Background: an optimization exercise with open tools, aiming at small area. Do not read the settings as production practice.
RTL that was checked went through simulation tests only; none was proved equivalent to the original.
No functional check of the RTL was part of runs 4 to 6.
Power figures rest on the tool's default switching activity, not on a simulated workload.

==> design.v <==
`timescale 1ns/1ps
`default_nettype none
package cpu_pkg;
    localparam logic [3:0] OP_ADD  = 4'h0;
    localparam logic [3:0] OP_SUB  = 4'h1;
    localparam logic [3:0] OP_AND  = 4'h2;
    localparam logic [3:0] OP_OR   = 4'h3;
    localparam logic [3:0] OP_XOR  = 4'h4;
    localparam logic [3:0] OP_NOT  = 4'h5;
    localparam logic [3:0] OP_SLA  = 4'h6;
    localparam logic [3:0] OP_SRA  = 4'h7;
    localparam logic [3:0] OP_LI   = 4'h8;
    localparam logic [3:0] OP_LW   = 4'h9;
    localparam logic [3:0] OP_SW   = 4'hA;
    localparam logic [3:0] OP_BIZ  = 4'hB;
    localparam logic [3:0] OP_BNZ  = 4'hC;
    localparam logic [3:0] OP_HALT = 4'hD;
    localparam logic [3:0] OP_JMP  = 4'hE;
endpackage
`default_nettype wire
`timescale 1ns/1ps
`default_nettype none
module cpu_control (
    input  logic       clk,
    input  logic       rst,
    input  logic [3:0] op,           
    input  logic       ready,
    input  logic       t,            
    output logic [3:0] ph,
    output logic       init,
    output logic       fetch,
    output logic       rot1,
    output logic       rot2,
    output logic       mem,
    output logic       in_pc,
    output logic       halted
);
    localparam logic [2:0] S_INIT  = 3'd0;   
    localparam logic [2:0] S_FETCH = 3'd1;
    localparam logic [2:0] S_WAIT  = 3'd2;   
    localparam logic [2:0] S_ROT1  = 3'd3;   
    localparam logic [2:0] S_ROT2  = 3'd4;   
    localparam logic [2:0] S_MEM   = 3'd5;   
    localparam logic [2:0] S_PC    = 3'd6;   
    localparam logic [2:0] S_HALT  = 3'd7;
    logic [2:0] st;
    logic       ph15;
    assign ph15   = (ph == 4'd15);
    assign init   = (st == S_INIT);
    assign fetch  = (st == S_FETCH);
    assign rot1   = (st == S_ROT1);
    assign rot2   = (st == S_ROT2);
    assign mem    = (st == S_MEM);
    assign in_pc  = (st == S_PC);
    assign halted = (st == S_HALT);
    always_ff @(posedge clk or negedge rst) begin
        if (!rst) begin
            st <= S_INIT;
            ph <= 4'd0;
        end else begin
            ph <= ph + 4'd1;
            case (st)
                S_INIT:  if (ph15) st <= S_FETCH;
                S_FETCH: if (ready) begin
                    if (op == cpu_pkg::OP_LW)        st <= S_MEM;
                    else if (op == cpu_pkg::OP_HALT) st <= S_HALT;
                    else                             st <= S_WAIT;
                end
                S_WAIT:  if (ph15) st <= S_ROT1;
                S_ROT1:  if (ph15) st <= (op == cpu_pkg::OP_SW && !t) ? S_MEM : S_ROT2;
                S_ROT2:  if (ph15) st <= S_PC;
                S_MEM:   if (ready) st <= t ? S_WAIT : S_ROT2;
                S_PC:    if (ph == 4'd7) st <= S_FETCH;
                default: st <= S_HALT;
            endcase
        end
    end
endmodule
`default_nettype wire
`timescale 1ns/1ps
`default_nettype none
module cpu_fetch_unit (
    input  logic        clk,
    input  logic        init,
    input  logic        fetch,
    input  logic        rot1,
    input  logic        rot2,
    input  logic        mem,
    input  logic        in_pc,
    input  logic [3:0]  ph,
    input  logic [15:0] mem_rdata,
    input  logic        a,           
    input  logic        sum,         
    input  logic        cout,
    input  logic        taken,
    output logic        t,
    output logic        c,
    output logic        immbit,
    output logic        w0,
    output logic        w1,
    output logic        pc0,
    output logic [7:0]  mem_addr,
    output logic [15:0] mem_wdata,
    output logic        mem_we
);
    logic [7:0]  pc;
    logic [7:0]  imm;
    logic [15:0] w;
    logic        ldsel;      
    assign ldsel  = mem | (rot1 & t);
    assign immbit = ph[3] ? imm[7] : imm[ph[2:0]];
    assign w0     = w[0];
    assign w1     = w[1];
    assign pc0    = pc[0];
    assign mem_addr  = ldsel ? imm : pc;
    assign mem_wdata = w;
    assign mem_we    = mem & ~t;
    always_ff @(posedge clk) begin
        if (fetch) imm <= mem_rdata[7:0];
        if (init || in_pc) pc <= {sum & ~init, pc[7:1]};
        if (rot1 || rot2) w <= {(rot1 & t) ? mem_rdata[ph] : a, w[15:1]};
        c <= cout;
        if (fetch)     t <= (mem_rdata[15:12] == cpu_pkg::OP_LW);
        else if (rot2) t <= taken;
    end
endmodule
`default_nettype wire
`timescale 1ns/1ps
`default_nettype none
module cpu_regfile (
    input  logic        clk,
    input  logic [3:0]  we_lo,    
    input  logic [3:0]  we_hi,    
    input  logic        wbit,     
    input  logic [3:0]  ra,       
    output logic        a         
);
    logic [15:0] regs [16];
    logic [15:0] cur;
    always_ff @(posedge clk) begin
        for (int i = 0; i < 16; i++) begin
            regs[i] <= {(we_lo[i % 4] & we_hi[i / 4]) ? wbit : regs[i][0], regs[i][15:1]};
        end
    end
    always_comb begin
        for (int i = 0; i < 16; i++) cur[i] = regs[i][0];
    end
    assign a = cur[ra];
endmodule
`default_nettype wire
`timescale 1ns/1ps
`default_nettype none
module cpu_execute (
    input  logic [3:0] op,
    input  logic       init,
    input  logic       in_pc,
    input  logic       ph0,
    input  logic       ph15,
    input  logic       a,        
    input  logic       w0,       
    input  logic       w1,       
    input  logic       immbit,   
    input  logic       pc0,      
    input  logic       t,        
    input  logic       c,        
    output logic       sum,
    output logic       cout,
    output logic       wbit,     
    output logic       taken     
);
    logic is_sub, is_br, xa, xb, cin;
    assign is_sub = (op == cpu_pkg::OP_SUB);
    assign is_br  = (op == cpu_pkg::OP_BIZ) | (op == cpu_pkg::OP_BNZ);
    assign xa = in_pc ? pc0 : a;
    always_comb begin
        if (in_pc)                       xb = t & immbit;
        else if (is_br)                  xb = 1'b1;      
        else if (op == cpu_pkg::OP_SLA)  xb = a;         
        else                             xb = w0 ^ is_sub;
    end
    assign cin  = ph0 ? (in_pc | is_sub) : c;
    assign sum  = xa ^ xb ^ cin;
    assign cout = (xa & xb) | (xa & cin) | (xb & cin);
    always_comb begin
        case (op)
            cpu_pkg::OP_ADD, cpu_pkg::OP_SUB: wbit = sum;
            cpu_pkg::OP_AND: wbit = a & w0;
            cpu_pkg::OP_OR:  wbit = a | w0;
            cpu_pkg::OP_XOR: wbit = a ^ w0;
            cpu_pkg::OP_NOT: wbit = ~a;
            cpu_pkg::OP_SLA: wbit = cin;
            cpu_pkg::OP_SRA: wbit = ph15 ? w0 : w1;
            cpu_pkg::OP_LI:  wbit = immbit;
            default:         wbit = w0;          
        endcase
        if (init) wbit = 1'b0;
    end
    assign taken = (op == cpu_pkg::OP_JMP) | ((op == cpu_pkg::OP_BIZ) & ~cout)
                 | ((op == cpu_pkg::OP_BNZ) & cout);
endmodule
`default_nettype wire
`timescale 1ns/1ps
`default_nettype none
module cpu_top (
    input  logic                   clk,
    input  logic                   rst,
    output logic [8-1:0] mem_addr,
    output logic [16-1:0] mem_wdata,
    output logic                   mem_we,
    output logic                   mem_req_valid,
    input  logic                   mem_req_ready,
    input  logic [16-1:0] mem_rdata,
    output logic                   halted
);
    logic [3:0] ph;
    logic       init, fetch, rot1, rot2, mem, in_pc;
    logic       t, c, immbit, w0, w1, pc0, sum, cout, wbit, taken, a;
    logic [3:0] op;
    logic [3:0] ra;
    logic [3:0] we_lo, we_hi;
    logic       wr;
    assign op = mem_rdata[15:12];
    assign mem_req_valid = fetch | mem;
    cpu_control control_inst (
        .clk    (clk),
        .rst    (rst),
        .op     (op),
        .ready  (mem_req_ready),
        .t      (t),
        .ph     (ph),
        .init   (init),
        .fetch  (fetch),
        .rot1   (rot1),
        .rot2   (rot2),
        .mem    (mem),
        .in_pc  (in_pc),
        .halted (halted)
    );
    cpu_fetch_unit fetch_inst (
        .clk       (clk),
        .init      (init),
        .fetch     (fetch),
        .rot1      (rot1),
        .rot2      (rot2),
        .mem       (mem),
        .in_pc     (in_pc),
        .ph        (ph),
        .mem_rdata (mem_rdata),
        .a         (a),
        .sum       (sum),
        .cout      (cout),
        .taken     (taken),
        .t         (t),
        .c         (c),
        .immbit    (immbit),
        .w0        (w0),
        .w1        (w1),
        .pc0       (pc0),
        .mem_addr  (mem_addr),
        .mem_wdata (mem_wdata),
        .mem_we    (mem_we)
    );
    cpu_execute execute_inst (
        .op     (op),
        .init   (init),
        .in_pc  (in_pc),
        .ph0    (ph == 4'd0),
        .ph15   (ph == 4'd15),
        .a      (a),
        .w0     (w0),
        .w1     (w1),
        .immbit (immbit),
        .pc0    (pc0),
        .t      (t),
        .c      (c),
        .sum    (sum),
        .cout   (cout),
        .wbit   (wbit),
        .taken  (taken)
    );
    always_comb begin
        if (rot1 && op <= cpu_pkg::OP_XOR)
            ra = mem_rdata[3:0];
        else if (op == cpu_pkg::OP_SW || op == cpu_pkg::OP_BIZ || op == cpu_pkg::OP_BNZ)
            ra = mem_rdata[11:8];
        else
            ra = mem_rdata[7:4];
    end
    assign wr = rot2 & (op <= cpu_pkg::OP_LW);
    always_comb begin
        for (int i = 0; i < 4; i++) begin
            we_lo[i] = init | (wr & (mem_rdata[9:8] == 2'(i)));
            we_hi[i] = init | (mem_rdata[11:10] == 2'(i));
        end
    end
    cpu_regfile regfile_inst (
        .clk   (clk),
        .we_lo (we_lo),
        .we_hi (we_hi),
        .wbit  (wbit),
        .ra    (ra),
        .a     (a)
    );
endmodule
`default_nettype wire
==> flow/run.sh <==
#!/bin/bash
set -euo pipefail
export BUFFER_PORTS_ARGS="-buffer_cell sky130_fd_sc_hd__buf_1"
export CTS_ARGS="-sink_clustering_enable -repair_clock_nets -dont_use_dummy_load -buf_list sky130_fd_sc_hd__clkbuf_8 -sink_clustering_size 20 -sink_clustering_max_diameter 60"
bash standard.sh > standard.log 2>&1
==> standard.sh <==
#!/bin/bash
# synth_recipe.tcl (not shown) runs the flow's synth.tcl, then flattens the netlist and writes it again
# the make line also repeats each setting of config.mk as NAME=value (left out here)
make -C /OpenROAD-flow-scripts/flow DESIGN_CONFIG=/design/flow/config.mk WORK_HOME=/design/flow/orfs CLKGATE_MAP_FILE= SYNTH_SCRIPT=/design/flow/synth_recipe.tcl "${@:-finish}"
==> config.mk <==
export PLATFORM = sky130hd
export DESIGN_NAME = cpu_top
export DESIGN_NICKNAME = cpu_top
export VERILOG_FILES = /design/flow/design.v
export SDC_FILE = /design/flow/constraint.sdc
export NUM_CORES = 4
export LEC_CHECK = 0
export CAP_MARGIN = 20
export CORE_MARGIN = 2
export CORE_UTILIZATION = 40
export SLEW_MARGIN = 20
export SYNTH_HIERARCHICAL = 1
==> constraint.sdc <==
create_clock -name core_clock -period 10.0 [get_ports {clk}]
set_input_delay 2.0000 -clock core_clock [delete_from_list [all_inputs] [get_ports {clk}]]
set_output_delay 2.0000 -clock core_clock [all_outputs]
set_load 0.01 [all_outputs]
==> results of run 1 <==
## worst paths after layout
check	from	end	slack (ps)
min reg2reg	regfile_inst.regs[2][5]$_DFF_P_	regfile_inst.regs[2][4]$_DFF_P_	310
max in group asynchronous	rst	control_inst.ph[3]$_DFF_PN0_	8360
min	regfile_inst.regs[2][5]$_DFF_P_	regfile_inst.regs[2][4]$_DFF_P_	310
min in group asynchronous	rst	control_inst.st[0]$_DFFE_PN0P_	1380
max	mem_rdata[13]	regfile_inst.regs[13][15]$_DFF_P_	3350
max reg2reg	control_inst.st[1]$_DFFE_PN0P_	regfile_inst.regs[13][15]$_DFF_P_	4590
## cells in the final DEF (no fill, tap or decap), types with 6 or more instances in the layout
cell type / n
nor2_1: 12
edfxtp_1: 33
nand2_1: 25
mux2i_1: 8
dfrtp_1: 7
nand3_1: 9
clkbuf_8: 19
nor3_1: 7
o21ai_0: 10
inv_1: 9
mux2_2: 25
a21oi_1: 6
o21bai_1: 6
mux4_1: 10
dfxtp_1: 257
a31oi_1: 6
buf_1: 45
## metal layers
| metal | vias up | share of wire, % |
|---|---|---|
| li1 | 1827 | - |
| met1 | 1815 | 48 |
| met2 | 104 | 43 |
| met3 | 28 | 5.5 |
| met4 | 0 | 3.0 |
| met5 | - | 0 |
## per-module statistics from Yosys (local to each module, per instance)
| module | flops+latches | copies in the design | cells |
|---|---|---|---|
| cpu_fetch_unit | 34 | 1 | 67 |
| cpu_top | 0 | 1 | 39 |
| cpu_execute | 0 | 1 | 48 |
| cpu_control | 7 | 1 | 52 |
| cpu_regfile | 256 | 1 | 296 |
## state kept, by name, summed over array words and instances, names as in the netlist
signal,flops
fetch_inst.t,1
regfile_inst.regs,256
control_inst.ph,4
fetch_inst.pc,8
fetch_inst.w,16
control_inst.st,3
fetch_inst.c,1
fetch_inst.imm,8
## synth_stat cells (all sizes together) (3+ instances only)
cell type	instances	area, um^2
buf	7	58.8
dfxtp	257	5140
nor2b	3	26.3
a21oi	7	38.8
nor3	7	35.0
inv	9	33.8
a31oi	6	37.5
a21o	3	22.5
o21ai	12	60.1
mux2	25	282
nor2	12	45.0
nand2b	6	45.0
mux2i	8	80.1
and3b	3	27.5
ha	3	37.5
nand2	25	93.8
dfrtp	7	175
edfxtp	33	991
clkbuf	3	11.3
or2	5	33.8
nand3	9	45.0
o21bai	6	45.0
mux4	11	285
## power by group
part,leakage (nW),switching (mW),internal [mW]
Sequential,2.47,0.0540,1.32
Clock,0.137,0.315,0.172
Combinational,0.709,0.162,0.103
Total,3.32,0.531,1.60
## kinds of logic after synthesis
logic type      count (synthesis)  share of synthesized area (%)
flops                         297                           79.3
simple gates                   87                           6.15
compound gates                 48                           4.03
mux                            44                           8.13
buf+inv                        19                           1.31
fa+ha+maj                       4                          0.724
xor+xnor                        3                          0.330
## final cells by class
class                      count  area [um^2]  share of cell area, %
clock buffer                  19          262                   3.02
inverter                       9         33.8                  0.390
multi-input combinational    186         1540                   17.8
sequential                   297         6310                   72.9
tap                          265          332                   3.83
timing repair buffer          46          176                   2.04
==> flow_summary_export.csv, run 1 <==
group,metric,value,unit
cells_and_area,n_antenna_cell,0,
floorplan,dieWidth,145,um
sta,setup_violations,0,
grt,use_met2,18.5,%
routing,via_count,3774,
setup_path,worst_r2r_path_depth,18,
power,power,2.13,mW
logic_synthesis,syn-num-nets,525,
grt,grtUsageTotal,11.8,%
floorplan,die_y,145,um
sta,final.setup.tns,0,ps
floorplan,start_util,40.9,%
cts,cts_sinks,297,
logic_synthesis,ys.flop_type,"dfxtp_1",
grt,grt_max_degree,21,
cts,htreeDepth,1,
sta,worstMarginPinSlew,996,ps
logic_synthesis,synth_edf_count,33,
setup_path,critPathBufInv,1,
cells_and_area,syn2layout_area_growth,8.79,%
cells_and_area,instances_no_fill,822,
cts,numCtsBuffers,19,
cts,cts_setup_buffers,0,
setup_path,end_kind,"register",
sta,finClkSkew,36.1,ps
cts,cts_tree,"yes",
cells_and_area,post-route-cell-area,0.00865,mm^2
power,p_leak,3.32,nW
place,portBuffers,45,
grt,use_met1,16.3,%
setup_path,cp-start-kind,"input pin",
routing,drtPass1Iterations,4,
setup_path,cpMaxStageDelayCell,"a21oi_1",
cts,holdBufCountCts,0,
cts,root_buffer,"clkbuf_8",
setup_path,arrival,7110,ps
cells_and_area,drive_above_1_share,10.6,%
cts,clkLatencyLatePin,520,ps
routing,first_iter_violations,232,
floorplan,ios,46,
grt,antenna_found_initial,0,
cts,clk_pin_slew,110,ps
cts,cts_max_path_buffers,3,
grt,grt_first_pass_wirelength,20.0,mm
floorplan,die_area,0.0210,mm^2
cts,cts_resized,0,
setup_path,crit_type,"in -> reg",
logic_synthesis,synth_warnings,12,
place,globalplace.congestion,0.868,
grt,use_met3,2.83,%
routing,routed_wl,12.4,mm
power,power.density,246,mW/mm^2
floorplan,fp-row-count,51,
sta,fmax,0.150,GHz
place,place_hpwl,8.35,mm
setup_path,crit_family,"compound AO/OA/AOI/OAI gates",
sta,report.final.slew_viol_count,0,
sta,layout_setup_ws,3350,ps
hold_path,holdPathStages,0,
logic_synthesis,syn_avg_cell_area,15.8,um^2
sta,relSlewSlack,33.6,%
sta,fin_crit_sh,66.5,%
sta,whs,305,ps
hold_path,hp-class,"reg -> reg",
routing,ant_nets,0,
setup_path,crit_required,10460,ps
outcome,status,"timing/DRC/antenna clean",
logic_synthesis,yosysUniqueCellTypes,60,
sta,hold_viol,0,
cells_and_area,fin_nets,582,
logic_synthesis,synth_seq_cells,297,
sta,fin_crit,6650,ps
setup_path,slowest_delay,810,ps
grt,grt_pass1_vias,3772,
floorplan,core,0.0195,mm^2
setup_path,cp_cell_sequence,"buf_1 -> nand4bb_1 -> nand3_1 -> a31oi_1 -> mux4_1 -> mux2i_1 -> mux2i_1 -> nor4bb_1 -> a31oi_1 -> o31ai_1 -> nor2_1 -> fa_1 -> nor2_1 -> nor3_1 -> a211oi_2 -> a21oi_1 -> mux2_2",
place,dpl_cell_area,0.00839,mm^2
cells_and_area,fillers,1772,
grt,busiest_layer,"met2",
logic_synthesis,ys_async_sr_fraction,2.36,%
run,maxCapViolations,0,
cells_and_area,final_util,44.5,%
setup_path,cp.depth,17,
place,pre_cts_ws,2850,ps
logic_synthesis,synth_cells,502,
place,dp.cells,803,
logic_synthesis,synth_area,0.00796,mm^2
power,peakVddDrop,126,uV
sta,rsz0062_at_grt,"no",
setup_path,crit_path_max_fanout,20,
logic_synthesis,synth_seq_area_share,79.3,%
routing,drcViolationCount,0,
routing,post_drt_via_cell_ratio,4.59,
grt,overflow,0,
routing,routedWlPerCell,15.1,um
==> run 2, diff against run 1 <==
==> flow/run.sh (replaced) <==
#!/bin/bash
set -euo pipefail
export BUFFER_PORTS_ARGS="-buffer_cell sky130_fd_sc_hd__buf_1"
export CTS_ARGS="-sink_clustering_enable -repair_clock_nets -dont_use_dummy_load -buf_list sky130_fd_sc_hd__clkbuf_16 -sink_clustering_size 30 -sink_clustering_max_diameter 80"
bash standard.sh > standard.log 2>&1
==> flow_summary_export.csv, run 2 <==
group,metric,value,unit
cts,holdBufCountCts,0,
power,power_frac_comb,11.9,%
setup_path,critPathLaunch,"mem_rdata[13]",
routing,wl_met1,5.96,mm
place,portBuffers,45,
sta,report.final.slew_viol_count,0,
cts,root_buffer,"clkbuf_16",
setup_path,crit_path_max_fanout,20,
logic_synthesis,synth_seq_area_share,79.3,%
logic_synthesis,synthTopCellsByCount,"dfxtp_1 (257), edfxtp_1 (33), mux2_2 (25), nand2_1 (25), nor2_1 (12)",
sta,setup_violations,0,
routing,first_iter_violations,201,
setup_path,crit_type,"in -> reg",
logic_synthesis,syn_avg_cell_area,15.8,um^2
sta,whs,326,ps
routing,routedWlPerCell,15.0,um
grt,grt_max_degree,31,
place,dp.cells,803,
sta,layout_setup_ws,3290,ps
power,switching_power,0.538,mW
cells_and_area,post-route-cell-area,0.00874,mm^2
cts,clk_pin_slew,100,ps
sta,fin_crit_sh,67.1,%
routing,dr_wl_met2,5.34,mm
cts,cts_max_path_buffers,3,
grt,grt_pass1_vias,3744,
routing,routed_wl,12.3,mm
routing,post_drt_via_cell_ratio,4.58,
cells_and_area,instances_no_fill,817,
cts,cts_resized,0,
sta,fmax,0.149,GHz
logic_synthesis,yosysMostFrequentCell,"dfxtp_1",
power,p_int,1.68,mW
cells_and_area,syn2layout_area_growth,9.91,%
logic_synthesis,yosys.area.top_type,"dfxtp_1",
setup_path,cp-start-kind,"input pin",
logic_synthesis,synth_seq_cells,297,
grt,antenna_found_initial,0,
cells_and_area,largest_register_ffs,256,
logic_synthesis,yosysUniqueCellTypes,60,
logic_synthesis,synth_cells,502,
cells_and_area,n_antenna_cell,0,
setup_path,arrival,7130,ps
sta,fin_crit,6710,ps
cells_and_area,drive_above_1_share,9.78,%
routing,drtPass1Iterations,4,
place,globalplace.congestion,0.868,
cells_and_area,seqCellArea,0.00631,mm^2
setup_path,reg2reg_to,"regfile_inst.regs[13][15]$_DFF_P_",
cells_and_area,final_common_cell,"dfxtp_1",
routing,routed.top_layer,"met4",
floorplan,die_area,0.0210,mm^2
grt,grt_first_pass_wirelength,19.9,mm
hold_path,hp-class,"reg -> reg",
setup_path,worst_r2r_path_depth,18,
floorplan,start_util,40.9,%
setup_path,reg2reg_from,"control_inst.st[1]$_DFFE_PN0P_",
power,peakVddDrop,154,uV
power,power_frac_clock,25.9,%
setup_path,end_kind,"register",
outcome,status,"timing/DRC/antenna clean",
power,power,2.22,mW
power,pwr-share-seq,62.1,%
cells_and_area,fin_nets,577,
cells_and_area,final_util,44.9,%
logic_synthesis,synth_edf_count,33,
sta,relSlewSlack,33.3,%
place,dpl_cell_area,0.00839,mm^2
cells_and_area,regMostFlops,"regfile_inst.regs",
cells_and_area,final_cell_mix,"dfxtp_1 (257), buf_1 (45), edfxtp_1 (33)",
sta,rsz0062_at_grt,"no",
logic_synthesis,ys.flop_type,"dfxtp_1",
cts,cts_sinks,297,
floorplan,die_y,145,um
logic_synthesis,synth_warnings,12,
cells_and_area,multi_input_area,0.00154,mm^2
floorplan,ios,46,
floorplan,core,0.0195,mm^2
grt,grtUsageTotal,11.8,%
sta,finClkSkew,50.7,ps
cells_and_area,fillers,1756,
logic_synthesis,synth_area,0.00796,mm^2
logic_synthesis,ys_async_sr_fraction,2.36,%
floorplan,dieWidth,145,um
place,place_hpwl,8.35,mm
cts,cts_setup_buffers,0,
power,switching_share,24.3,%
setup_path,r2r_slack,4560,ps
cts,clkLatencyLatePin,480,ps
setup_path,crit_end,"regfile_inst.regs[13][15]$_DFF_P_",
routing,via_count,3741,
routing,ant_nets,0,
setup_path,crit_required,10420,ps
cells_and_area,reg_top3,"regfile_inst.regs (256), fetch_inst.w (16)",
run,maxCapViolations,0,
routing,met3_length,627,um
power,power.density,254,mW/mm^2
sta,worstMarginPinSlew,1000,ps
hold_path,hp-start,"regfile_inst.regs[13][6]$_DFF_P_",
hold_path,holdPathStages,0,
power,p_leak,3.35,nW
cts,cts_tree,"yes",
place,pre_cts_ws,2850,ps
floorplan,fp-row-count,51,
sta,hold_viol,0,
logic_synthesis,syn-num-nets,525,
cts,numCtsBuffers,14,
grt,overflow,0,
logic_synthesis,synth_top_area_share,64.7,%
sta,final.setup.tns,0,ps
routing,drcViolationCount,0,
logic_synthesis,synth_area_leaders,"dfxtp_1 (65%), edfxtp_1 (12%), mux2_2 (3.5%), mux4_1 (3.3%), dfrtp_1 (2.2%)",
cts,htreeDepth,1,
==> run 2: cell counts after synthesis <==
Identical to the previous run, type by type.
==> run 2: layout make-up <==
type,count,share of cell area (%)
Sequential cell,297,72.2
Multi-Input combinational cell,186,17.6
Timing Repair Buffer,46,2.02
Tap cell,265,3.79
Inverter,9,0.386
Clock buffer,14,4.01
==> run 2: worst max-delay path, stage by stage <==
cell and delay (ps):
buf_1 590, and3b_2 330, o21ai_0 90, a31oi_1 470
mux4_1 620, mux2i_1 150, mux2i_1 170, nor4bb_1 290
a31oi_1 70, o31ai_1 220, nor2_1 80, fa_1 530
nor2_1 40, nor3_1 220, a211oi_2 110, a21oi_1 810
mux2_2 310
==> run 2: per-layer routing <==
metal	vias up	GRT usage [%]
li1	1823	-
met1	1789	16.2
met2	104	18.6
met3	25	2.64
met4	0	4.01
met5	-	0
==> run 2: logic make-up after synthesis <==
kind of cell	share of synthesized area (%)
mux	8.13
fa+ha+maj	0.724
compound gates	4.03
simple gates	6.15
flops	79.3
buf+inv	1.31
xor+xnor	0.330
==> run 2: power by group through the flow <==
stage	Clock, mW	Sequential, mW	Combinational [mW]
floorplan	0	1.39	0.192
CTS	0.595	1.38	0.267
global route	0.637	1.39	0.294
finish	0.575	1.38	0.265
global placement	0	1.40	0.263
detailed placement	0	1.41	0.266
==> run 2: per-module statistics from Yosys (local to each module, per instance) <==
module	copies in the design	cells inside	cell area (um^2)	flip-flops and latches
cpu_regfile	1	296	5500	256
cpu_fetch_unit	1	67	1400	34
cpu_control	1	52	475	7
cpu_execute	1	48	317	0
cpu_top	1	39	263	0
==> run 2: worst min path at each step <==
stage	endpoint	slack, ps
floorplan	regfile_inst.regs[0][0]$_DFF_P_	310
global route	regfile_inst.regs[7][13]$_DFF_P_	330
global placement	regfile_inst.regs[11][7]$_DFF_P_	310
detailed placement	regfile_inst.regs[4][14]$_DFF_P_	310
finish	regfile_inst.regs[13][5]$_DFF_P_	330
CTS	regfile_inst.regs[10][8]$_DFF_P_	330
==> run 3, diff against run 2 <==
==> flow/run.sh (replaced) <==
#!/bin/bash
set -euo pipefail
export BUFFER_PORTS_ARGS="-buffer_cell sky130_fd_sc_hd__buf_1"
export CTS_ARGS="-sink_clustering_enable -repair_clock_nets -dont_use_dummy_load -buf_list sky130_fd_sc_hd__clkbuf_4 -sink_clustering_size 12 -sink_clustering_max_diameter 40"
bash standard.sh > standard.log 2>&1
==> flow_summary_export.csv, run 3 <==
group,metric,value,unit
cts,cts_resized,0,
cts,clkLatencyLatePin,620,ps
cells_and_area,reg_top3,"regfile_inst.regs (256), fetch_inst.w (16)",
logic_synthesis,synth_cells,502,
power,power.density,246,mW/mm^2
floorplan,fp-row-count,51,
grt,grtUsageTotal,12.4,%
cells_and_area,syn2layout_area_growth,8.71,%
sta,fin_crit,6630,ps
setup_path,end_kind,"register",
cts,root_buffer,"clkbuf_4",
routing,via_count,3909,
setup_path,crit_required,10510,ps
sta,rsz0062_at_grt,"no",
cts,cts_max_path_buffers,3,
power,peakVddDrop,129,uV
logic_synthesis,synth_edf_count,33,
grt,grt_first_pass_wirelength,20.7,mm
sta,setup_violations,0,
grt,grt_pass1_vias,3950,
floorplan,die_y,145,um
logic_synthesis,yosysMostFrequentCell,"dfxtp_1",
cells_and_area,final_cell_mix,"dfxtp_1 (257), buf_1 (45), clkbuf_4 (34)",
routing,routed_wl,12.6,mm
floorplan,dieWidth,145,um
logic_synthesis,synthTopCellsByCount,"dfxtp_1 (257), edfxtp_1 (33), mux2_2 (25), nand2_1 (25), nor2_1 (12)",
cells_and_area,drive_above_1_share,12.9,%
place,globalplace.congestion,0.868,
sta,finClkSkew,104,ps
cts,cts_sinks,297,
routing,ant_nets,0,
outcome,status,"timing/DRC/antenna clean",
place,pre_cts_ws,2850,ps
sta,fin_crit_sh,66.3,%
hold_path,hp-class,"reg -> reg",
logic_synthesis,ys_async_sr_fraction,2.36,%
logic_synthesis,syn-num-nets,525,
setup_path,crit_end,"regfile_inst.regs[3][15]$_DFF_P_",
sta,worstMarginPinSlew,1000,ps
logic_synthesis,yosys.area.top_type,"dfxtp_1",
cts,cts_setup_buffers,0,
cells_and_area,n_antenna_cell,0,
cts,clk_pin_slew,110,ps
setup_path,r2r_slack,4550,ps
run,maxCapViolations,0,
logic_synthesis,synth_area,0.00796,mm^2
cells_and_area,fin_nets,597,
cells_and_area,largest_register_ffs,256,
cells_and_area,fillers,1786,
routing,drtPass1Iterations,5,
logic_synthesis,synth_warnings,12,
floorplan,start_util,40.9,%
routing,drcViolationCount,0,
cts,numCtsBuffers,34,
setup_path,worst_r2r_path_depth,18,
routing,post_drt_via_cell_ratio,4.67,
sta,final.setup.tns,0,ps
logic_synthesis,synth_seq_cells,297,
sta,report.final.slew_viol_count,0,
setup_path,reg2reg_to,"regfile_inst.regs[3][15]$_DFF_P_",
routing,first_iter_violations,188,
cells_and_area,regMostFlops,"regfile_inst.regs",
cells_and_area,final_common_cell,"dfxtp_1",
setup_path,crit_type,"in -> reg",
setup_path,critPathLaunch,"mem_rdata[13]",
logic_synthesis,ys.flop_type,"dfxtp_1",
sta,relSlewSlack,33.1,%
logic_synthesis,yosysUniqueCellTypes,60,
logic_synthesis,synth_area_leaders,"dfxtp_1 (65%), edfxtp_1 (12%), mux2_2 (3.5%), mux4_1 (3.3%), dfrtp_1 (2.2%)",
setup_path,arrival,7140,ps
cts,holdBufCountCts,0,
grt,antenna_found_initial,0,
sta,fmax,0.151,GHz
grt,overflow,0,
logic_synthesis,syn_avg_cell_area,15.8,um^2
logic_synthesis,synth_top_area_share,64.7,%
logic_synthesis,synth_seq_area_share,79.3,%
cts,cts_tree,"yes",
floorplan,core,0.0195,mm^2
floorplan,ios,46,
setup_path,reg2reg_from,"control_inst.st[1]$_DFFE_PN0P_",
routing,routedWlPerCell,15.1,um
sta,hold_viol,0,
cts,htreeDepth,2,
place,portBuffers,45,
setup_path,crit_path_max_fanout,20,
setup_path,cp-start-kind,"input pin",
grt,grt_max_degree,21,
power,p_leak,3.34,nW
sta,layout_setup_ws,3370,ps
place,place_hpwl,8.35,mm
floorplan,die_area,0.0210,mm^2
-- run 3: how the worst min path moves through the flow --
stage | end | cells after the start | slack [ps] | startpoint
floorplan | regfile_inst.regs[0][0]$_DFF_P_ | 0 | 310 | regfile_inst.regs[0][1]$_DFF_P_
global placement | regfile_inst.regs[11][7]$_DFF_P_ | 0 | 310 | regfile_inst.regs[11][8]$_DFF_P_
detailed placement | regfile_inst.regs[4][14]$_DFF_P_ | 0 | 310 | regfile_inst.regs[4][15]$_DFF_P_
CTS | regfile_inst.regs[3][14]$_DFF_P_ | 0 | 270 | regfile_inst.regs[3][15]$_DFF_P_
global route | regfile_inst.regs[3][14]$_DFF_P_ | 0 | 280 | regfile_inst.regs[3][15]$_DFF_P_
finish | regfile_inst.regs[3][14]$_DFF_P_ | 0 | 290 | regfile_inst.regs[3][15]$_DFF_P_
-- run 3: per-layer routing --
layer	share of wire, %	wire length, um	up-vias	GRT usage [%]
met2	44	5520	136	18.8
met5	0	0	-	0
met3	6.2	785	32	3.52
met4	2.5	321	0	5.64
met1	48	6020	1879	16.5
li1	-	-	1862	-
-- run 3: cell type report --
class / instances / area [um^2] / area share, %
Sequential cell: 297 / 6310 / 73.0
Inverter: 9 / 33.8 / 0.391
Multi-Input combinational cell: 186 / 1540 / 17.8
Clock buffer: 34 / 255 / 2.95
Tap cell: 265 / 332 / 3.83
Timing Repair Buffer: 46 / 176 / 2.04
-- run 3: stage by stage --
step | std cells | area (um^2) | hold WS, ps | util [%] | power, mW
floorplan | 502 | 7960 | 310 | - | 1.58
global placement | 803 | 8390 | 311 | 43.1 | 1.67
detailed placement | 803 | 8390 | 312 | 43.1 | 1.67
CTS | 837 | 8650 | 271 | 44.4 | 2.16
global route | 837 | 8650 | 284 | 44.4 | 2.25
finish | 837 | 8650 | 286 | 44.4 | 2.13
-- run 3: modules after synthesis, one instance, submodules excluded --
module	area, um^2	copies in the design	flip-flops and latches	cells inside
cpu_regfile	5500	1	256	296
cpu_fetch_unit	1400	1	34	67
cpu_control	475	1	7	52
cpu_execute	317	1	0	48
cpu_top	263	1	0	39
-- run 3: critical path, cell delays in order --
cell,delay (ps)
buf_1,580
nand4bb_1,300
nand3_1,110
a31oi_1,480
mux4_1,620
mux2i_1,150
mux2i_1,170
nor4bb_1,290
a31oi_1,70
o31ai_1,230
nor2_1,90
fa_1,530
nor2_1,50
nor3_1,230
a211oi_2,110
a21oi_1,810
mux2_2,300
-- run 3: cells by family after synthesis --
group	count (synthesis)	share of synthesized area, %
flip-flops	297	79.3
AND/OR/NAND/NOR	87	6.15
AO/OA/AOI/OAI	48	4.03
multiplexers	44	8.13
buffers and inverters	19	1.31
adder cells (fa/ha/maj)	4	0.724
XOR/XNOR	3	0.330
-- run 3: where the power goes --
| group | switching [mW] | total (mW) | internal [mW] |
|---|---|---|---|
| clock network | 0.325 | 0.483 | 0.158 |
| logic | 0.164 | 0.267 | 0.103 |
| registers | 0.0540 | 1.38 | 1.33 |
| total | 0.544 | 2.13 | 1.59 |
==> run 4, diff against run 3 <==
--- a/design.v
+++ b/design.v
@@ -63,9 +63,6 @@
                 S_INIT:  if (ph15) st <= S_FETCH;
-                S_FETCH: if (ready) begin
-                    if (op == cpu_pkg::OP_LW)        st <= S_MEM;
-                    else if (op == cpu_pkg::OP_HALT) st <= S_HALT;
-                    else                             st <= S_WAIT;
-                end
+                S_FETCH: if (ready) st <= (op == cpu_pkg::OP_HALT) ? S_HALT : S_WAIT;
                 S_WAIT:  if (ph15) st <= S_ROT1;
-                S_ROT1:  if (ph15) st <= (op == cpu_pkg::OP_SW && !t) ? S_MEM : S_ROT2;
+                S_ROT1:  if (ph15) st <= ((op == cpu_pkg::OP_SW || op == cpu_pkg::OP_LW) && !t)
+                                         ? S_MEM : S_ROT2;
                 S_ROT2:  if (ph15) st <= S_PC;
@@ -90,2 +87,3 @@
     input  logic [3:0]  ph,
+    input  logic [3:0]  op,
     input  logic [15:0] mem_rdata,
@@ -98,2 +96,3 @@
     output logic        immbit,
+    output logic        offbit,
     output logic        w0,
@@ -109,4 +108,11 @@
     logic        ldsel;      
+    logic        sext;       
+    logic [3:0]  bsel;
+    logic        mbit;
     assign ldsel  = mem | (rot1 & t);
-    assign immbit = ph[3] ? imm[7] : imm[ph[2:0]];
+    assign sext   = ph[3] & ~t & (op == cpu_pkg::OP_LI);
+    assign bsel   = {ph[3] & ~sext, ph[2:0] | {3{sext}}};
+    assign mbit   = mem_rdata[bsel];
+    assign immbit = mbit;
+    assign offbit = imm[0];
     assign w0     = w[0];
@@ -118,7 +124,8 @@
     always_ff @(posedge clk) begin
-        if (fetch) imm <= mem_rdata[7:0];
+        if ((rot1 && !t && !ph[3]) || in_pc) imm <= {mbit, imm[7:1]};
         if (init || in_pc) pc <= {sum & ~init, pc[7:1]};
-        if (rot1 || rot2) w <= {(rot1 & t) ? mem_rdata[ph] : a, w[15:1]};
+        if (rot1 || rot2) w <= {(rot1 & t) ? mbit : a, w[15:1]};
         c <= cout;
-        if (fetch)     t <= (mem_rdata[15:12] == cpu_pkg::OP_LW);
+        if (fetch)     t <= 1'b0;
+        else if (rot1 && ph == 4'd15) t <= t | (op == cpu_pkg::OP_LW);
         else if (rot2) t <= taken;
@@ -162,2 +169,3 @@
     input  logic       immbit,   
+    input  logic       offbit,   
     input  logic       pc0,      
@@ -175,3 +183,3 @@
     always_comb begin
-        if (in_pc)                       xb = t & immbit;
+        if (in_pc)                       xb = t & offbit;
         else if (is_br)                  xb = 1'b1;      
@@ -216,3 +224,3 @@
     logic       init, fetch, rot1, rot2, mem, in_pc;
-    logic       t, c, immbit, w0, w1, pc0, sum, cout, wbit, taken, a;
+    logic       t, c, immbit, offbit, w0, w1, pc0, sum, cout, wbit, taken, a;
     logic [3:0] op;
@@ -247,2 +255,3 @@
         .ph        (ph),
+        .op        (op),
         .mem_rdata (mem_rdata),
@@ -255,2 +264,3 @@
         .immbit    (immbit),
+        .offbit    (offbit),
         .w0        (w0),
@@ -272,2 +282,3 @@
         .immbit (immbit),
+        .offbit (offbit),
         .pc0    (pc0),
==> flow_summary_export.csv, run 4 <==
group,metric,value,unit
place,portBuffers,45,
place,globalplace.congestion,0.850,
setup_path,end_kind,"register",
cells_and_area,drive_above_1_share,14.2,%
logic_synthesis,syn_avg_cell_area,15.3,um^2
routing,routed_wl,12.3,mm
cells_and_area,final_cell_mix,"dfxtp_1 (258), buf_1 (45), clkbuf_4 (35)",
floorplan,die_y,145,um
cells_and_area,instances_no_fill,856,
cts,cts_sinks,297,
cells_and_area,n_antenna_cell,0,
cts,cts_setup_buffers,0,
cells_and_area,multi_input_area,0.00158,mm^2
setup_path,arrival,6820,ps
setup_path,slowest_delay,630,ps
grt,grtUsageTotal,11.8,%
cts,numCtsBuffers,35,
grt,overflow,0,
logic_synthesis,yosys.area.top_type,"dfxtp_1",
setup_path,reg2reg_to,"regfile_inst.regs[14][15]$_DFF_P_",
place,place_hpwl,8.10,mm
sta,rsz0062_at_grt,"no",
sta,whs,271,ps
setup_path,crit_end,"regfile_inst.regs[14][15]$_DFF_P_",
cells_and_area,largest_register_ffs,256,
logic_synthesis,ys.flop_type,"dfxtp_1",
sta,hold_viol,0,
sta,fmax,0.159,GHz
routing,ant_nets,0,
floorplan,ios,46,
sta,fin_crit_sh,62.9,%
logic_synthesis,synth_seq_area_share,78.9,%
sta,relSlewSlack,45.3,%
grt,antenna_found_initial,0,
logic_synthesis,yosysMostFrequentCell,"dfxtp_1",
sta,report.final.slew_viol_count,0,
cts,cts_tree,"yes",
routing,routedWlPerCell,14.4,um
cells_and_area,final_util,44.4,%
logic_synthesis,synth_seq_cells,297,
logic_synthesis,synthTopCellsByCount,"dfxtp_1 (258), edfxtp_1 (32), mux2_2 (26), nand2_1 (26), nor2_1 (21)",
run,maxCapViolations,0,
setup_path,r2r_slack,4630,ps
logic_synthesis,ys_async_sr_fraction,2.36,%
cells_and_area,fillers,1803,
routing,via_count,3945,
setup_path,cp_cell_sequence,"buf_1 -> and3b_2 -> o21ai_0 -> a31oi_1 -> mux4_1 -> mux2i_1 -> mux2i_1 -> nor4bb_1 -> a31oi_1 -> o31ai_1 -> nor2_1 -> fa_1 -> nor2_1 -> nor3_1 -> a211oi_2 -> a21oi_2 -> mux2_2",
cts,root_buffer,"clkbuf_4",
cts,holdBufCountCts,0,
cells_and_area,syn2layout_area_growth,8.68,%
sta,worstMarginPinSlew,820,ps
cts,cts_max_path_buffers,3,
cells_and_area,fin_nets,616,
hold_path,hp-class,"reg -> reg",
logic_synthesis,synth_area_leaders,"dfxtp_1 (65%), edfxtp_1 (12%), mux2_2 (3.7%), dfrtp_1 (2.2%), mux4_1 (1.3%)",
logic_synthesis,synth_top_area_share,64.7,%
setup_path,critPathLaunch,"mem_rdata[13]",
logic_synthesis,synth_cells,521,
setup_path,cp-start-kind,"input pin",
power,power.density,301,mW/mm^2
logic_synthesis,synth_edf_count,32,
cells_and_area,seqCellArea,0.00630,mm^2
logic_synthesis,synth_area,0.00799,mm^2
routing,post_drt_via_cell_ratio,4.61,
logic_synthesis,syn-num-nets,544,
floorplan,core,0.0195,mm^2
outcome,status,"timing/DRC/antenna clean",
cells_and_area,regMostFlops,"regfile_inst.regs",
cells_and_area,reg_top3,"regfile_inst.regs (256), fetch_inst.w (16)",
logic_synthesis,synth_warnings,12,
setup_path,reg2reg_from,"control_inst.st[1]$_DFFE_PN0P_",
power,p_leak,3.37,nW
setup_path,critPathBufInv,1,
cts,cts_resized,0,
power,power,2.62,mW
sta,fin_crit,6290,ps
setup_path,cp.depth,17,
cells_and_area,final_common_cell,"dfxtp_1",
setup_path,cpMaxStageDelayCell,"mux4_1",
routing,drcViolationCount,0,
setup_path,crit_required,10530,ps
routing,first_iter_violations,193,
floorplan,start_util,40.9,%
grt,grt_pass1_vias,3982,
routing,drtPass1Iterations,5,
logic_synthesis,yosysUniqueCellTypes,62,
setup_path,worst_r2r_path_depth,18,
cts,clk_pin_slew,110,ps
floorplan,dieWidth,145,um
grt,grt_first_pass_wirelength,20.0,mm
sta,setup_violations,0,
place,dp.cells,821,
cts,clkLatencyLatePin,620,ps
cts,htreeDepth,2,
floorplan,die_area,0.0211,mm^2
floorplan,fp-row-count,51,
power,peakVddDrop,171,uV
sta,final.setup.tns,0,ps
setup_path,crit_type,"in -> reg",
grt,grt_max_degree,21,
setup_path,crit_path_max_fanout,20,
setup_path,crit_family,"compound AO/OA/AOI/OAI gates",
sta,finClkSkew,97.7,ps
==> run 4: how the worst min path moves through the flow <==
stage	startpoint	endpoint	depth (start not counted)
6_report	regfile_inst.regs[7][7]$_DFF_P_	regfile_inst.regs[7][6]$_DFF_P_	0
3_3_place_gp	regfile_inst.regs[7][5]$_DFF_P_	regfile_inst.regs[7][4]$_DFF_P_	0
3_5_place_dp	regfile_inst.regs[0][7]$_DFF_P_	regfile_inst.regs[0][6]$_DFF_P_	0
4_1_cts	regfile_inst.regs[7][7]$_DFF_P_	regfile_inst.regs[7][6]$_DFF_P_	0
2_1_floorplan	regfile_inst.regs[0][1]$_DFF_P_	regfile_inst.regs[0][0]$_DFF_P_	0
5_1_grt	regfile_inst.regs[7][7]$_DFF_P_	regfile_inst.regs[7][6]$_DFF_P_	0
==> run 4: logic make-up after synthesis <==
group / after synthesis / share of synthesized area, %
multiplexers: 41 / 6.68
adder cells (fa/ha/maj): 4 / 0.721
AO/OA/AOI/OAI: 56 / 4.83
AND/OR/NAND/NOR: 100 / 6.96
flip-flops: 297 / 78.9
buffers and inverters: 18 / 1.36
XOR/XNOR: 5 / 0.549
==> run 4: final cells by class <==
cell class / count / share of cell area (%)
flip-flops and latches: 297 / 72.6
multi-input cells: 206 / 18.3
well taps: 265 / 3.82
clock buffers: 35 / 3.03
repair buffers: 45 / 1.95
inverters: 8 / 0.346
==> run 4: through the flow <==
step	instance area, um^2	setup WS, ps
CTS	8670	3450
detailed placement	8410	2820
global route	8680	3310
floorplan	7990	4190
finish	8680	3710
global placement	8410	3050
==> run 4: layer usage <==
| layer | up-vias | track usage (%) | part of all wire [%] |
|---|---|---|---|
| met5 | - | 0 | 0 |
| li1 | 1926 | - | - |
| met4 | 0 | 4.56 | 2.5 |
| met2 | 116 | 18.6 | 45 |
| met1 | 1873 | 15.0 | 46 |
| met3 | 30 | 3.90 | 6.1 |
==> run 4: power breakdown <==
part	leakage [nW]	internal [mW]	switching, mW
Sequential	2.49	1.61	0.139
Combinational	0.719	0.159	0.224
Clock	0.161	0.162	0.325
Total	3.37	1.93	0.688
==> run 4: Yosys stat by module (local to each module, per instance) <==
module	area, um^2	cells inside	flops+latches
cpu_execute	317	48	0
cpu_regfile	5500	296	256
cpu_control	488	53	7
cpu_top	263	39	0
cpu_fetch_unit	1410	85	34
==> run 4: worst register-to-register path: stages, from the launching register on <==
cell      delay, ps
dfrtp_1         600
nand2_1         120
nor2_1          470
nand2b_4        120
or2_4           290
a31oi_1         410
mux4_1          630
mux2i_1         140
mux2i_1         190
nor4bb_1        320
a31oi_1          70
o31ai_1         230
nor2_1           90
fa_1            540
nor2_1           50
nor3_1          200
a211oi_2        120
a21oi_2         480
mux2_2          260
==> run 5, diff against run 4 <==
--- a/design.v
+++ b/design.v
@@ -159,2 +159,27 @@
 `default_nettype none
+module cpu_mux2 (
+    input  logic a0,
+    input  logic a1,
+    input  logic s,
+    output logic y
+);
+    assign y = s ? a1 : a0;
+endmodule
+module cpu_mux4 (
+    input  logic [3:0] d,
+    input  logic [1:0] s,
+    output logic       y
+);
+    assign y = d[s];
+endmodule
+module cpu_fadd (
+    input  logic a,
+    input  logic b,
+    input  logic ci,
+    output logic s,
+    output logic co
+);
+    assign s  = a ^ b ^ ci;
+    assign co = (a & b) | (a & ci) | (b & ci);
+endmodule
 module cpu_execute (
@@ -178,29 +203,20 @@
 );
-    logic is_sub, is_br, xa, xb, cin;
+    logic is_sub, is_br, is_sla, xa, xb, xb_alu, cin, cinit;
     assign is_sub = (op == cpu_pkg::OP_SUB);
     assign is_br  = (op == cpu_pkg::OP_BIZ) | (op == cpu_pkg::OP_BNZ);
-    assign xa = in_pc ? pc0 : a;
-    always_comb begin
-        if (in_pc)                       xb = t & offbit;
-        else if (is_br)                  xb = 1'b1;      
-        else if (op == cpu_pkg::OP_SLA)  xb = a;         
-        else                             xb = w0 ^ is_sub;
-    end
-    assign cin  = ph0 ? (in_pc | is_sub) : c;
-    assign sum  = xa ^ xb ^ cin;
-    assign cout = (xa & xb) | (xa & cin) | (xb & cin);
-    always_comb begin
-        case (op)
-            cpu_pkg::OP_ADD, cpu_pkg::OP_SUB: wbit = sum;
-            cpu_pkg::OP_AND: wbit = a & w0;
-            cpu_pkg::OP_OR:  wbit = a | w0;
-            cpu_pkg::OP_XOR: wbit = a ^ w0;
-            cpu_pkg::OP_NOT: wbit = ~a;
-            cpu_pkg::OP_SLA: wbit = cin;
-            cpu_pkg::OP_SRA: wbit = ph15 ? w0 : w1;
-            cpu_pkg::OP_LI:  wbit = immbit;
-            default:         wbit = w0;          
-        endcase
-        if (init) wbit = 1'b0;
-    end
+    assign is_sla = (op == cpu_pkg::OP_SLA);
+    cpu_mux2 u_xa (.a0(a), .a1(pc0), .s(in_pc), .y(xa));
+    assign xb_alu = is_br | (is_sla ? a : (w0 ^ is_sub));
+    cpu_mux2 u_xb (.a0(xb_alu), .a1(t & offbit), .s(in_pc), .y(xb));
+    assign cinit = in_pc | is_sub;
+    cpu_mux2 u_ci (.a0(c), .a1(cinit), .s(ph0), .y(cin));
+    cpu_fadd u_fa (.a(xa), .b(xb), .ci(cin), .s(sum), .co(cout));
+    logic sra, wl0, wl1, wlo, whi, wsel;
+    cpu_mux2 u_sra (.a0(w1), .a1(w0), .s(ph15), .y(sra));
+    cpu_mux4 u_wl0 (.d({a | w0, a & w0, sum, sum}), .s(op[1:0]), .y(wl0));
+    cpu_mux4 u_wl1 (.d({sra, cin, ~a, a ^ w0}), .s(op[1:0]), .y(wl1));
+    cpu_mux2 u_wlo (.a0(wl0), .a1(wl1), .s(op[2]), .y(wlo));
+    cpu_mux2 u_whi (.a0(immbit), .a1(w0), .s(op[0]), .y(whi));
+    cpu_mux2 u_w   (.a0(wlo), .a1(whi), .s(op[3]), .y(wsel));
+    assign wbit = wsel & ~init;
     assign taken = (op == cpu_pkg::OP_JMP) | ((op == cpu_pkg::OP_BIZ) & ~cout)
==> flow_summary_export.csv, run 5 <==
group,metric,value,unit
sta,final.setup.tns,0,ps
sta,rsz0062_at_grt,"no",
logic_synthesis,synth_edf_count,32,
routing,via_count,3786,
cells_and_area,largest_register_ffs,256,
setup_path,reg2reg_to,"regfile_inst.regs[7][15]$_DFF_P_",
cells_and_area,final_common_cell,"dfxtp_1",
sta,setup_violations,0,
cts,cts_setup_buffers,0,
sta,worstMarginPinSlew,885,ps
sta,finClkSkew,66.3,ps
grt,grt_first_pass_wirelength,20.3,mm
floorplan,core,0.0195,mm^2
cells_and_area,drive_above_1_share,14.9,%
routing,post_drt_via_cell_ratio,4.52,
floorplan,die_area,0.0211,mm^2
run,maxCapViolations,0,
sta,whs,302,ps
cells_and_area,fin_nets,597,
cts,htreeDepth,1,
routing,ant_nets,0,
setup_path,worst_r2r_path_depth,18,
setup_path,crit_type,"in -> reg",
cells_and_area,multi_input_area,0.00159,mm^2
setup_path,critPathLaunch,"mem_rdata[12]",
hold_path,hp-start,"regfile_inst.regs[7][15]$_DFF_P_",
cts,root_buffer,"clkbuf_4",
hold_path,hp-class,"reg -> reg",
logic_synthesis,yosysMostFrequentCell,"dfxtp_1",
sta,report.final.slew_viol_count,0,
setup_path,cpMaxStageDelayCell,"buf_1",
setup_path,r2r_slack,3840,ps
floorplan,ios,46,
logic_synthesis,synth_area_leaders,"dfxtp_1 (65%), edfxtp_1 (12%), mux2_2 (3.7%), dfrtp_1 (2.2%), mux2_4 (1.3%)",
floorplan,fp-row-count,51,
grt,antenna_found_initial,0,
logic_synthesis,ys.flop_type,"dfxtp_1",
place,place_hpwl,8.16,mm
floorplan,die_y,145,um
setup_path,crit_required,10490,ps
cells_and_area,seqCellArea,0.00630,mm^2
cts,cts_max_path_buffers,3,
place,portBuffers,45,
routing,routedWlPerCell,14.8,um
setup_path,end_kind,"register",
cells_and_area,syn2layout_area_growth,8.45,%
cells_and_area,n_antenna_cell,0,
setup_path,crit_top_cell,"mux2_4",
logic_synthesis,synth-simple-area-share,6.27,%
logic_synthesis,synth_seq_area_share,78.9,%
logic_synthesis,synth_warnings,11,
hold_path,holdPathStages,0,
logic_synthesis,synth_adder_area_share,0.721,%
setup_path,arrival,7500,ps
place,globalplace.congestion,0.819,
routing,routed_wl,12.4,mm
cts,cts_resized,0,
logic_synthesis,yosysUniqueCellTypes,61,
cts,cts_sinks,297,
cts,clk_pin_slew,100,ps
logic_synthesis,syn-num-nets,526,
logic_synthesis,synth_top_area_share,64.7,%
logic_synthesis,yosys.area.top_type,"dfxtp_1",
floorplan,dieWidth,145,um
setup_path,slowest_delay,630,ps
cts,clkLatencyLatePin,650,ps
cells_and_area,final_util,44.3,%
floorplan,start_util,40.9,%
grt,grt_max_degree,18,
outcome,status,"timing/DRC/antenna clean",
setup_path,cp_cell_sequence,"buf_1 -> nand4bb_1 -> nand3_1 -> a31oi_1 -> mux4_1 -> mux2i_1 -> mux2i_1 -> nor4b_1 -> a21oi_1 -> o221a_1 -> mux2_4 -> fa_1 -> mux4_2 -> mux2_4 -> mux2_4 -> nor2b_1 -> mux2_2",
cts,numCtsBuffers,30,
grt,overflow,0,
power,peakVddDrop,133,uV
sta,hold_viol,0,
routing,drcViolationCount,0,
power,p_leak,3.38,nW
logic_synthesis,synthTopCellsByCount,"dfxtp_1 (258), edfxtp_1 (32), mux2_2 (26)",
cells_and_area,final_cell_mix,"dfxtp_1 (258), buf_1 (45), edfxtp_1 (32)",
logic_synthesis,synth_cells,503,
sta,relSlewSlack,40.9,%
logic_synthesis,synth_compound_area_share,4.07,%
setup_path,cp-start-kind,"input pin",
hold_path,min_to,"regfile_inst.regs[7][14]$_DFF_P_",
logic_synthesis,synth_area,0.00799,mm^2
sta,fin_crit_sh,70.1,%
logic_synthesis,syn_avg_cell_area,15.9,um^2
sta,fin_crit,7010,ps
cells_and_area,regMostFlops,"regfile_inst.regs",
setup_path,critPathBufInv,1,
sta,fmax,0.143,GHz
setup_path,reg2reg_from,"control_inst.st[0]$_DFFE_PN0P_",
logic_synthesis,synth_top_family_by_area,"multiplexers",
power,power.density,306,mW/mm^2
routing,first_iter_violations,214,
grt,grt_pass1_vias,3882,
logic_synthesis,synth_seq_cells,297,
cts,holdBufCountCts,0,
logic_synthesis,synth_xor_area_share,0.548,%
cells_and_area,fillers,1813,
setup_path,crit_path_max_fanout,17,
cells_and_area,reg_top3,"regfile_inst.regs (256), fetch_inst.w (16)",
setup_path,crit_family,"multiplexers",
grt,grtUsageTotal,11.8,%
logic_synthesis,synthMuxAreaShare,8.32,%
routing,drtPass1Iterations,4,
cts,cts_tree,"yes",
logic_synthesis,ys_async_sr_fraction,2.36,%
-- run 5: cell types whose count changed after synthesis, sizes merged, moves of 3 or more --
cell | before | now
o21ai | 19 | 15
nor2 | 22 | 15
nand2 | 26 | 23
nand2b | 7 | 3
mux2i | 9 | 6
mux2 | 26 | 34
-- run 5: worst max path at each step --
stage                                   endpoint  cells after the start
3_3_place_gp   regfile_inst.regs[14][15]$_DFF_P_                     17
4_1_cts         regfile_inst.regs[7][15]$_DFF_P_                     17
3_5_place_dp    regfile_inst.regs[7][15]$_DFF_P_                     17
2_1_floorplan   regfile_inst.regs[0][15]$_DFF_P_                     17
5_1_grt        regfile_inst.regs[11][15]$_DFF_P_                     17
6_report        regfile_inst.regs[7][15]$_DFF_P_                     17
-- run 5: through the flow --
stage | instances | setup slack (ps) | area (um^2) | total power, mW
finish | 837 | 2990 | 8660 | 2.65
global route | 837 | 2600 | 8660 | 2.81
CTS | 837 | 3050 | 8660 | 2.69
detailed placement | 807 | 2390 | 8430 | 2.23
global placement | 807 | 2530 | 8430 | 2.21
floorplan | 503 | 3350 | 7990 | 2.05
-- run 5: per-module statistics from Yosys (local to each module, per instance), excerpt --
module / flops+latches / area (um^2)
cpu_execute: 0 / 146
cpu_regfile: 256 / 5500
cpu_mux4: 0 / 22.5
cpu_fetch_unit: 34 / 1410
cpu_control: 7 / 488
cpu_fadd: 0 / 20.0
cpu_top: 0 / 263
-- run 5: per-layer routing --
layer / up-vias / wire, um / global-route usage (%) / share of wire, %
met5: - / 0 / 0 / 0
met1: 1828 / 6030 / 16.1 / 49
met4: 0 / 238 / 2.99 / 1.9
met3: 22 / 541 / 3.11 / 4.4
met2: 72 / 5600 / 18.9 / 45
li1: 1864 / - / - / -
-- run 5: kinds of logic (layout without fill, tap and decap cells) --
family / Yosys count / count (layout)
flip-flops: 297 / 297
AND/OR/NAND/NOR: 87 / 87
multiplexers: 48 / 48
AO/OA/AOI/OAI: 46 / 46
buffers and inverters: 16 / 85
XOR/XNOR: 5 / 5
adder cells (fa/ha/maj): 4 / 4
-- run 5: area by class of cell --
class	instances	area share [%]
timing repair buffer	46	2.04
inverter	9	0.390
sequential	297	72.8
tap	265	3.83
clock buffer	30	2.60
multi-input combinational	190	18.4
-- run 5: power breakdown --
group	leakage, nW	internal (mW)	switching [mW]
logic	0.753	0.187	0.234
registers	2.49	1.62	0.147
clock network	0.138	0.138	0.316
total	3.38	1.95	0.697
==> run 6, diff against run 5 <==
==> flow/run.sh (replaced) <==
#!/bin/bash
set -euo pipefail
export BUFFER_PORTS_ARGS="-buffer_cell sky130_fd_sc_hd__buf_1"
export CTS_ARGS="-sink_clustering_enable -repair_clock_nets -dont_use_dummy_load -buf_list sky130_fd_sc_hd__clkbuf_4 -sink_clustering_size 12 -sink_clustering_max_diameter 40"
bash standard.sh synth > synth.log 2>&1
bash standard.sh floorplan > floorplan.log 2>&1
RES=orfs/results/$FLOW_PLATFORM/cpu_top/base
LIB_FILE=$FLOW_HOME/platforms/$FLOW_PLATFORM/lib/sky130_fd_sc_hd__tt_025C_1v80.lib \
ODB_IN=$RES/2_floorplan.odb ODB_OUT=$RES/2_floorplan.odb \
  openroad -no_init -exit flow/downsize.tcl > downsize.log 2>&1
bash standard.sh finish > finish.log 2>&1
==> flow/downsize.tcl (new file) <==
# Swap every combinational standard cell for the smallest-area cell of the same
# function (same base name, other drive strength); flip-flops are left alone.
# Later repair steps upsize again wherever slew, capacitance or timing need it.
read_db $::env(ODB_IN)
read_liberty $::env(LIB_FILE)
set db [ord::get_db]
set best [dict create]
foreach lib [$db getLibs] {
  foreach m [$lib getMasters] {
    set n [$m getName]
    if {![regexp {^(sky130_fd_sc_hd__[a-z0-9]+)_([0-9]+)$} $n -> base drive]} { continue }
    set area [expr {[$m getWidth] * [$m getHeight]}]
    if {![dict exists $best $base] || $area < [lindex [dict get $best $base] 1]} {
      dict set best $base [list $n $area]
    }
  }
}
set swapped 0
foreach inst [[ord::get_db_block] getInsts] {
  set m [$inst getMaster]
  set n [$m getName]
  if {![regexp {^(sky130_fd_sc_hd__[a-z0-9]+)_([0-9]+)$} $n -> base drive]} { continue }
  if {[regexp {^sky130_fd_sc_hd__(df|edf|sdf|dl|sdl|tap|fill|decap|conb|diode|clk)} $n]} { continue }
  if {![dict exists $best $base]} { continue }
  set b [lindex [dict get $best $base] 0]
  set area [expr {[$m getWidth] * [$m getHeight]}]
  if {$b ne $n && [lindex [dict get $best $base] 1] < $area} {
    replace_cell [$inst getName] $b
    incr swapped
  }
}
puts "downsize: swapped $swapped cells"
write_db $::env(ODB_OUT)
==> flow_summary_export.csv, run 6 <==
group,metric,value,unit
outcome,status,"timing/DRC/antenna clean",
cts,cts_setup_buffers,0,
cts,root_buffer,"clkbuf_4",
cts,clk_pin_slew,110,ps
cells_and_area,largest_register_ffs,256,
power,switching_share,26.1,%
floorplan,die_area,0.0211,mm^2
routing,drtPass1Iterations,5,
logic_synthesis,synthTopCellsByCount,"dfxtp_1 (258), edfxtp_1 (32), mux2_2 (26)",
logic_synthesis,syn-num-nets,526,
routing,ant_nets,0,
place,place_hpwl,8.23,mm
sta,rsz0062_at_grt,"no",
sta,fin_crit,7060,ps
routing,via_count,3805,
logic_synthesis,yosys.area.top_type,"dfxtp_1",
power,power,2.62,mW
power,pwr-share-seq,67.6,%
grt,grt_max_degree,18,
cells_and_area,post-route-cell-area,0.00858,mm^2
routing,routed_wl,12.2,mm
logic_synthesis,yosysMostFrequentCell,"dfxtp_1",
cells_and_area,final_cell_mix,"dfxtp_1 (258), buf_1 (45), edfxtp_1 (32)",
logic_synthesis,synth_seq_area_share,78.9,%
cells_and_area,syn2layout_area_growth,7.43,%
sta,whs,301,ps
cts,htreeDepth,1,
routing,post_drt_via_cell_ratio,4.54,
cts,cts_resized,0,
sta,hold_viol,0,
place,dpl_cell_area,0.00835,mm^2
logic_synthesis,synth_cells,503,
cts,numCtsBuffers,31,
setup_path,cp-start-kind,"input pin",
floorplan,die_y,145,um
floorplan,core,0.0195,mm^2
cells_and_area,fin_nets,598,
floorplan,start_util,40.9,%
sta,report.final.slew_viol_count,0,
logic_synthesis,synth_top_area_share,64.7,%
setup_path,end_kind,"register",
sta,fin_crit_sh,70.6,%
setup_path,r2r_slack,3670,ps
floorplan,ios,46,
run,maxCapViolations,0,
power,power.density,305,mW/mm^2
logic_synthesis,synth_edf_count,32,
routing,drcViolationCount,0,
setup_path,arrival,7590,ps
cells_and_area,drive_above_1_share,12.6,%
logic_synthesis,ys.flop_type,"dfxtp_1",
cells_and_area,final_util,43.9,%
cells_and_area,regMostFlops,"regfile_inst.regs",
grt,grtUsageTotal,11.8,%
power,peakVddDrop,151,uV
hold_path,holdPathStages,0,
setup_path,crit_path_max_fanout,17,
grt,grt_first_pass_wirelength,20.2,mm
routing,routedWlPerCell,14.6,um
cts,cts_max_path_buffers,3,
sta,setup_violations,0,
power,switching_power,0.682,mW
sta,final.setup.tns,0,ps
logic_synthesis,syn_avg_cell_area,15.9,um^2
sta,finClkSkew,55.4,ps
place,portBuffers,45,
cells_and_area,final_common_cell,"dfxtp_1",
setup_path,crit_required,10530,ps
sta,fmax,0.142,GHz
logic_synthesis,synth_seq_cells,297,
power,p_int,1.94,mW
cts,cts_sinks,297,
floorplan,fp-row-count,51,
power,power_frac_clock,17.4,%
hold_path,hp-start,"regfile_inst.regs[7][12]$_DFF_P_",
cells_and_area,reg_top3,"regfile_inst.regs (256), fetch_inst.w (16)",
sta,worstMarginPinSlew,850,ps
routing,first_iter_violations,217,
floorplan,dieWidth,145,um
logic_synthesis,yosysUniqueCellTypes,61,
grt,overflow,0,
power,p_leak,3.33,nW
setup_path,reg2reg_from,"control_inst.st[0]$_DFFE_PN0P_",
hold_path,hp-class,"reg -> reg",
sta,relSlewSlack,43.2,%
grt,antenna_found_initial,0,
logic_synthesis,ys_async_sr_fraction,2.36,%
grt,grt_pass1_vias,3991,
setup_path,crit_type,"in -> reg",
logic_synthesis,synth_warnings,11,
logic_synthesis,synth_area_leaders,"dfxtp_1 (65%), edfxtp_1 (12%), mux2_2 (3.7%), dfrtp_1 (2.2%), mux2_4 (1.3%)",
cts,cts_tree,"yes",
hold_path,min_to,"regfile_inst.regs[7][11]$_DFF_P_",
cells_and_area,n_antenna_cell,0,
power,power_frac_comb,15.0,%
setup_path,reg2reg_to,"regfile_inst.regs[7][15]$_DFF_P_",
cts,clkLatencyLatePin,650,ps
cts,holdBufCountCts,0,
logic_synthesis,synth_area,0.00799,mm^2
setup_path,worst_r2r_path_depth,18,
place,globalplace.congestion,0.828,
==> run 6: cell counts after synthesis <==
No cell type changed its count.
==> run 6: cell families (layout without fill, tap and decap cells) <==
family | count (synthesis) | after routing | synth area share (%)
fa+ha+maj | 4 | 4 | 0.721
xor+xnor | 5 | 5 | 0.549
mux | 48 | 48 | 8.32
compound gates | 46 | 46 | 4.07
buf+inv | 16 | 86 | 1.16
flops | 297 | 297 | 78.9
simple gates | 87 | 87 | 6.27
==> run 6: per-stage QoR <==
stage | instances | worst slack, ps
finish | 838 | 2940
global placement | 807 | 2440
floorplan | 503 | 3350
CTS | 838 | 3010
global route | 838 | 2480
detailed placement | 807 | 2280
==> run 6: critical path, cell delays in order <==
cell and delay, ps:
buf_1 590, nand4bb_1 290, nand3_1 110, a31oi_1 590, mux4_2 580, mux2i_1 140, mux2i_1 190, nor4b_1 290
a21oi_1 70, o221a_1 270, mux2_1 310, fa_1 490, mux4_2 470, mux2_1 280, mux2_1 280, nor2b_1 270
mux2_2 320
==> run 6: modules after synthesis, one instance, submodules excluded <==
| module | flip-flops and latches | cell area, um^2 | cells inside | copies in the design |
|---|---|---|---|---|
| cpu_mux2 | 0 | 15.0 | 1 | 7 |
| cpu_top | 0 | 263 | 39 | 1 |
| cpu_fetch_unit | 34 | 1410 | 85 | 1 |
| cpu_regfile | 256 | 5500 | 296 | 1 |
| cpu_mux4 | 0 | 22.5 | 1 | 2 |
| cpu_fadd | 0 | 20.0 | 1 | 1 |
| cpu_execute | 0 | 146 | 20 | 1 |
| cpu_control | 7 | 488 | 53 | 1 |
==> run 6: worst max-delay path by stage <==
stage | slack (ps) | to | cells after the start | from
3_5_place_dp | 2280 | regfile_inst.regs[0][15]$_DFF_P_ | 17 | mem_rdata[12]
4_1_cts | 3010 | regfile_inst.regs[7][15]$_DFF_P_ | 17 | mem_rdata[12]
3_3_place_gp | 2440 | regfile_inst.regs[15][15]$_DFF_P_ | 17 | mem_rdata[12]
6_report | 2940 | regfile_inst.regs[7][15]$_DFF_P_ | 17 | mem_rdata[12]
5_1_grt | 2480 | regfile_inst.regs[7][15]$_DFF_P_ | 17 | mem_rdata[12]
2_1_floorplan | 3350 | regfile_inst.regs[0][15]$_DFF_P_ | 17 | mem_rdata[13]
==> run 6: cell type report <==
| class | count | area [um^2] |
|---|---|---|
| Timing Repair Buffer | 46 | 176 |
| Clock buffer | 31 | 233 |
| Inverter | 9 | 33.8 |
| Sequential cell | 297 | 6300 |
| Fill cell | 1812 | 10900 |
| Tap cell | 265 | 332 |
| Multi-Input combinational cell | 190 | 1500 |
==> run 6: per-layer routing <==
metal / vias to the layer above / wire length [um] / GRT usage (%)
met5: - / 0 / 0
met4: 0 / 322 / 3.58
met3: 37 / 750 / 3.21
met2: 113 / 5420 / 18.7
met1: 1791 / 5730 / 15.9
li1: 1864 / - / -
==> run 6: power by group through the flow <==
stage,Combinational (mW),Clock [mW],Sequential [mW]
after floorplan,0.316,0,1.74
after global placement,0.391,0,1.79
after detailed placement,0.400,0,1.80
after CTS,0.402,0.489,1.78
after global routing,0.440,0.534,1.81
final,0.393,0.456,1.77

static timing again, ports no longer ideal:
No port has a modelled driver above. Below, the same layouts with a new extraction and two added sets of constraints.
Step 1, drivers: a clkbuf_16 drives clk and a buf_2 each remaining input, both assumed.
Step 2 moves the port delays by t, midway between the first and last clock arrival at a register: inputs arrive t later, outputs are due t later. That takes back most of the time a late clock gives input paths.
Three values: no drivers, after step 1, after step 2; two values: the first two.
run | shift t [ns] | setup WS [ns] | latest minus earliest clock arrival (ns) | slew at the worst register clock pin (ns) | pins driven straight from the clock port
run 1 | 0.534 | 3.350 / 3.350 / 2.817 | 0.037 / 0.037 | 0.11 / 0.11 | 1
run 2 | 0.488 | 3.290 / 3.291 / 2.803 | 0.051 / 0.052 | 0.10 / 0.10 | 1
run 3 | 0.603 | 3.372 / 3.371 / 2.768 | 0.105 / 0.106 | 0.11 / 0.11 | 1
run 4 | 0.604 | 3.713 / 3.708 / 3.104 | 0.100 / 0.100 | 0.11 / 0.11 | 1
run 5 | 0.653 | 2.986 / 2.985 / 2.332 | 0.070 / 0.070 | 0.12 / 0.12 | 1
run 6 | 0.647 | 2.944 / 2.940 / 2.293 | 0.055 / 0.056 | 0.11 / 0.11 | 1
After both steps setup and hold are still met in every run listed. For run 5, which loses most, drivers alone change the setup slack by -0.001 ns; drivers and shift together by -0.654 ns.
